From an optimization exercise on the open Yosys and OpenROAD flow, aimed at small area; shortcuts taken in it are not production practice. Function was checked by simulation only, so behaviour that the tests miss may differ from the original. No activity file was given, so power comes from the tool's default toggle rates.

==> flow/design.v <==
package mr_ctl_pkg;
    typedef struct packed {
        logic [3-1:0]      chnl;
        logic [5-1:0] local_tag;
    } mr_tag_fields_t;
    typedef union packed {
        logic [8-1:0] flat;
        mr_tag_fields_t         f;
    } mr_tag_u;
    localparam int CHNL_SQ      = 0;
    localparam int CHNL_RQ      = 1;
    localparam int CHNL_TX_REQ  = 2;
    localparam int CHNL_RX_REQ  = 3;
    localparam int CHNL_RX_RESP = 4;
endpackage
`timescale 1ns/100ps
module mr_ctl_top (
    input  logic                                                 clk,
    input  logic                                                 rst,
    input  logic                                                 cfg_wr_en,
    input  logic [4-1:0]                               cfg_key,
    input  logic                                                 cfg_key_valid,
    input  logic [48-1:0]                            cfg_base,
    input  logic [32-1:0]                          cfg_len,
    input  logic [5-1:0]                              req_valid,
    input  logic [5-1:0][8-1:0]             req_qpn,
    input  logic [5-1:0][4-1:0]             req_key,
    input  logic [5-1:0][32-1:0]        req_offset,
    output logic [5-1:0]                              req_ready,
    output logic [5-1:0]                              rsp_valid,
    output logic [5-1:0][16-1:0]     rsp_head,
    output logic [5-1:0][49-1:0]     rsp_data,
    input  logic [5-1:0]                              rsp_ready
);
    localparam int NCH = 5;
    localparam int CL  = 3;
    localparam int LTL = 5;
    localparam int QL  = 8;
    localparam int KL  = 4;
    localparam int KN  = 1 << KL;
    localparam int OW  = 32;
    localparam int AW  = 48;
    localparam int DW  = 49;
    localparam logic [CL-1:0] ST_IDLE = CL'(NCH);
    logic [KN-1:0]   tbl_valid;
    logic [AW-1:0]   tbl_base [KN];
    logic [OW-1:0]   tbl_len  [KN];
    always_ff @(posedge clk or posedge rst) begin
        if (rst) begin
            tbl_valid <= '0;
        end else if (cfg_wr_en) begin
            tbl_valid[cfg_key] <= cfg_key_valid;
        end
    end
    always_ff @(posedge clk) begin
        if (cfg_wr_en) begin
            tbl_base[cfg_key] <= cfg_base;
            tbl_len[cfg_key]  <= cfg_len;
        end
    end
    logic [CL-1:0]   rr_ptr;       
    logic            iss_v;
    logic [KL-1:0]   iss_key;
    logic [KN-1:0]   iss_koh;      
    logic [OW-1:0]   iss_off;
    logic [QL-1:0]   iss_qpn;
    logic [CL-1:0]   iss_ch;       
    logic            s1_v;
    logic [DW-1:0]   s1_data;
    logic [QL-1:0]   s1_qpn;
    logic [CL-1:0]   s1_ch;
    logic            s2_v;
    logic [DW-1:0]   s2_data;
    logic [QL-1:0]   s2_qpn;
    logic [CL-1:0]   s2_ch;
    logic [CL-1:0]   state;
    logic [DW-1:0]   lat_data;
    logic [QL-1:0]   lat_qpn;
    logic [NCH-1:0][LTL-1:0] rel_cnt;
    logic            idle;
    logic            stall;
    logic            issue_free;
    logic            grant_found;
    logic [CL-1:0]   grant_chnl;
    assign rr_ptr     = (iss_ch == CL'(NCH - 1)) ? '0 : iss_ch + 1'b1;
    assign idle       = (state == ST_IDLE);
    assign stall      = s2_v && !idle;
    assign issue_free = !iss_v || !stall;
    logic [NCH-1:0]  gnt_oh;
    always_comb begin
        logic [2*NCH-1:0] rq2;
        logic [NCH-1:0]   hit;
        rq2 = {req_valid, req_valid} >> rr_ptr;
        hit = '0;
        for (int i = NCH - 1; i >= 0; i--) begin
            if (rq2[i]) hit = NCH'(1) << i;
        end
        gnt_oh = NCH'(({hit, hit} << rr_ptr) >> NCH);
        grant_found = |req_valid && issue_free;
        grant_chnl  = '0;
        for (int c = 0; c < NCH; c++) begin
            if (gnt_oh[c]) grant_chnl = grant_chnl | CL'(c);
        end
    end
    assign req_ready = issue_free ? gnt_oh : '0;
    logic [KL-1:0]   sel_key;
    logic [OW-1:0]   sel_off;
    logic [QL-1:0]   sel_qpn;
    always_comb begin
        sel_key = '0;
        sel_off = '0;
        sel_qpn = '0;
        for (int c = 0; c < NCH; c++) begin
            sel_key = sel_key | ({KL{gnt_oh[c]}} & req_key[c]);
            sel_off = sel_off | ({OW{gnt_oh[c]}} & req_offset[c]);
            sel_qpn = sel_qpn | ({QL{gnt_oh[c]}} & req_qpn[c]);
        end
    end
    logic            ent_valid;
    logic [AW-1:0]   ent_base;
    logic [OW-1:0]   ent_len;
    logic            x_err;
    logic [AW-1:0]   x_addr;
    assign iss_koh = KN'(1) << iss_key;
    always_comb begin
        ent_valid = 1'b0;
        ent_base  = '0;
        ent_len   = '0;
        for (int k = 0; k < KN; k++) begin
            ent_valid = ent_valid | (iss_koh[k] & tbl_valid[k]);
            ent_base  = ent_base  | ({AW{iss_koh[k]}} & tbl_base[k]);
            ent_len   = ent_len   | ({OW{iss_koh[k]}} & tbl_len[k]);
        end
    end
    assign x_err     = !ent_valid || (iss_off >= ent_len);
    localparam int NB = 4;
    function automatic int bs(input int k);
        case (k)
            0:       bs = 0;
            1:       bs = 12;
            2:       bs = 24;
            3:       bs = OW;
            default: bs = AW;
        endcase
    endfunction
    logic [OW:0]     rc;       
    logic [AW-1:0]   rs;       
    logic [AW:0]     ip;       
    logic [NB:0]     bc;       
    assign bc[0] = 1'b0;
    for (genvar k = 0; k < NB; k++) begin : g_blk
        for (genvar i = bs(k); i < bs(k+1); i++) begin : g_bit
            if (i < OW) begin : g_add
                logic cin;
                assign cin   = (i == bs(k)) ? 1'b0 : rc[i];
                assign rs[i] = ent_base[i] ^ iss_off[i] ^ cin;
                assign rc[i+1] = (ent_base[i] & iss_off[i]) | (cin & (ent_base[i] ^ iss_off[i]));
            end else begin : g_pass
                assign rs[i] = ent_base[i];
            end
            logic pin;
            assign pin       = (i == bs(k)) ? 1'b1 : ip[i];
            assign ip[i+1]   = pin & rs[i];
            assign x_addr[i] = rs[i] ^ (bc[k] & pin);
        end
        if (bs(k+1) <= OW) begin : g_co
            assign bc[k+1] = rc[bs(k+1)] | (bc[k] & ip[bs(k+1)]);
        end else begin : g_top
            assign bc[k+1] = 1'b0;
        end
    end
    assign rc[0] = 1'b0;
    assign ip[0] = 1'b0;
    always_ff @(posedge clk or posedge rst) begin
        if (rst) begin
            iss_ch <= CL'(NCH - 1);
            iss_v  <= 1'b0;
            s1_v   <= 1'b0;
            s2_v   <= 1'b0;
            state  <= ST_IDLE;
        end else begin
            if (grant_found) begin
                iss_ch <= grant_chnl;
            end
            if (issue_free) begin
                iss_v <= grant_found;
            end
            if (!stall) begin
                s1_v <= iss_v;
                s2_v <= s1_v;
            end
            if (idle) begin
                if (s2_v) begin
                    state <= s2_ch;
                end
            end else if (rsp_ready[state]) begin
                state <= ST_IDLE;
            end
        end
    end
    always_ff @(posedge clk) begin
        if (issue_free) begin
            iss_key <= sel_key;
            iss_off <= sel_off;
            iss_qpn <= sel_qpn;
        end
        if (!stall) begin
            s1_data <= x_err ? {1'b1, {AW{1'b0}}} : {1'b0, x_addr};
            s1_qpn  <= iss_qpn;
            s1_ch   <= iss_ch;
            s2_data <= s1_data;
            s2_qpn  <= s1_qpn;
            s2_ch   <= s1_ch;
        end
        if (idle) begin
            lat_data <= s2_data;
            lat_qpn  <= s2_qpn;
        end
    end
    always_ff @(posedge clk or posedge rst) begin
        if (rst) begin
            rel_cnt <= '0;
        end else begin
            for (int c = 0; c < NCH; c++) begin
                if (rsp_valid[c] && rsp_ready[c]) begin
                    rel_cnt[c] <= rel_cnt[c] + 1'b1;
                end
            end
        end
    end
    for (genvar c = 0; c < NCH; c++) begin : g_chnl
        assign rsp_valid[c] = (state == CL'(c));
        assign rsp_head[c]  = {lat_qpn, {(8 - LTL){1'b0}}, rel_cnt[c]};
        assign rsp_data[c]  = lat_data;
    end
endmodule
Settings: LEC_CHECK=0, CAP_MARGIN=20, CORE_MARGIN=2, CORE_UTILIZATION=70, SLEW_MARGIN=20; clock period 12.0 ns.
standard.sh (not shown) runs the stock make flow with config.mk's settings and CLKGATE_MAP_FILE= SYNTH_SCRIPT=/design/flow/synth_recipe.tcl, a recipe that flattens the netlist after the stock synthesis.
==> flow/flow/run.sh <==
#!/bin/bash
# ORFS layout through the standard.sh, with three changes:
#  - synthesis is the standard one (same Yosys script, same registers) but
#    ABC maps the logic with an area-oriented script (flow/abc_area.script)
#  - port buffers use the smallest buffer instead of the resizer's pick
#  - the clock tree uses small clock buffers, bounded sink clusters and no
#    dummy loads
# Each ORFS step logs to orfs/logs/...; make's output goes to synth.log and
# standard.log.
set -euo pipefail
W=$PWD
rm -rf "$W/scripts_area"
cp -r "$FLOW_HOME/scripts" "$W/scripts_area"
cp "$W/flow/abc_area.script" "$W/scripts_area/abc_speed.script"
SCRIPTS_DIR="$W/scripts_area" bash standard.sh synth > synth.log 2>&1
export BUFFER_PORTS_ARGS="-buffer_cell sky130_fd_sc_hd__buf_1"
export CTS_ARGS="-sink_clustering_enable -repair_clock_nets -buf_list sky130_fd_sc_hd__clkbuf_4 -sink_clustering_size 8 -sink_clustering_max_diameter 35 -dont_use_dummy_load"
bash standard.sh > standard.log 2>&1
==> flow/flow/abc_area.script <==
strash
dc2
&get -n
&st
&dch -f
&nf -a
&put
buffer -c
topo
stime -c
upsize -c
dnsize -c
==> next run, changes <==
--- a/flow/design.v
+++ b/flow/design.v
@@ -58,13 +58,13 @@
             tbl_len[cfg_key]  <= cfg_len;
         end
     end
-    logic [CL-1:0]   rr_ptr;       
+    logic [CL-1:0]   rr_ptr;
     logic            iss_v;
     logic [KL-1:0]   iss_key;
     logic [KN-1:0]   iss_koh;      
     logic [OW-1:0]   iss_off;
     logic [QL-1:0]   iss_qpn;
-    logic [CL-1:0]   iss_ch;       
+    logic [CL-1:0]   iss_ch;
     logic            s1_v;
     logic [DW-1:0]   s1_data;
     logic [QL-1:0]   s1_qpn;
@@ -82,7 +82,6 @@
     logic            issue_free;
     logic            grant_found;
     logic [CL-1:0]   grant_chnl;
-    assign rr_ptr     = (iss_ch == CL'(NCH - 1)) ? '0 : iss_ch + 1'b1;
     assign idle       = (state == ST_IDLE);
     assign stall      = s2_v && !idle;
     assign issue_free = !iss_v || !stall;
@@ -173,14 +172,14 @@
     assign ip[0] = 1'b0;
     always_ff @(posedge clk or posedge rst) begin
         if (rst) begin
-            iss_ch <= CL'(NCH - 1);
+            rr_ptr <= '0;
             iss_v  <= 1'b0;
             s1_v   <= 1'b0;
             s2_v   <= 1'b0;
             state  <= ST_IDLE;
         end else begin
             if (grant_found) begin
-                iss_ch <= grant_chnl;
+                rr_ptr <= (grant_chnl == CL'(NCH - 1)) ? '0 : grant_chnl + 1'b1;
             end
             if (issue_free) begin
                 iss_v <= grant_found;
@@ -203,6 +202,7 @@
             iss_key <= sel_key;
             iss_off <= sel_off;
             iss_qpn <= sel_qpn;
+            iss_ch  <= grant_chnl;
         end
         if (!stall) begin
             s1_data <= x_err ? {1'b1, {AW{1'b0}}} : {1'b0, x_addr};
Final cell count increases by 0.49%.
Utilization increases by 0.10 points.
Register-to-register slack improved by 0.18 ns.
Setup slack improved by 0.18 ns.
Via count decreases by 0.74%.
Design area stays flat.
Synthesized cell count hardly moves.
Worst hold slack got worse by 0.017 ns.
Global-route usage decreases by 0.85 points.
Clock power stays flat.

[what the ideal ports hide]
The results above use ideal ports. As a check the final layouts listed here were re-extracted and re-timed, cells and wires unchanged. Step 1 sets driving cells, clkbuf_16 on the clock port and buf_2 on the other inputs (assumed; they add their load-dependent delay and slew). Step 2 times the ports against the registers' clock, not the clock port: input delays grow and output delays shrink by t, the midpoint of the rising clock arrivals with the driver on. Slacks: no drivers / after step 1 / after step 2; pairs: no drivers / after step 1.
run	shift t [ns]	setup WS [ns]	clock arrival spread, ns	slew at the worst register clock pin (ns)	worst data-port slew with drivers (ns)
the first run	1.181	1.392 / 1.392 / 1.392	0.128 / 0.128	0.12 / 0.12	0.23
the second run	1.140	1.576 / 1.576 / 1.576	0.160 / 0.160	0.10 / 0.10	0.20
After both steps every run listed still meets setup and hold.
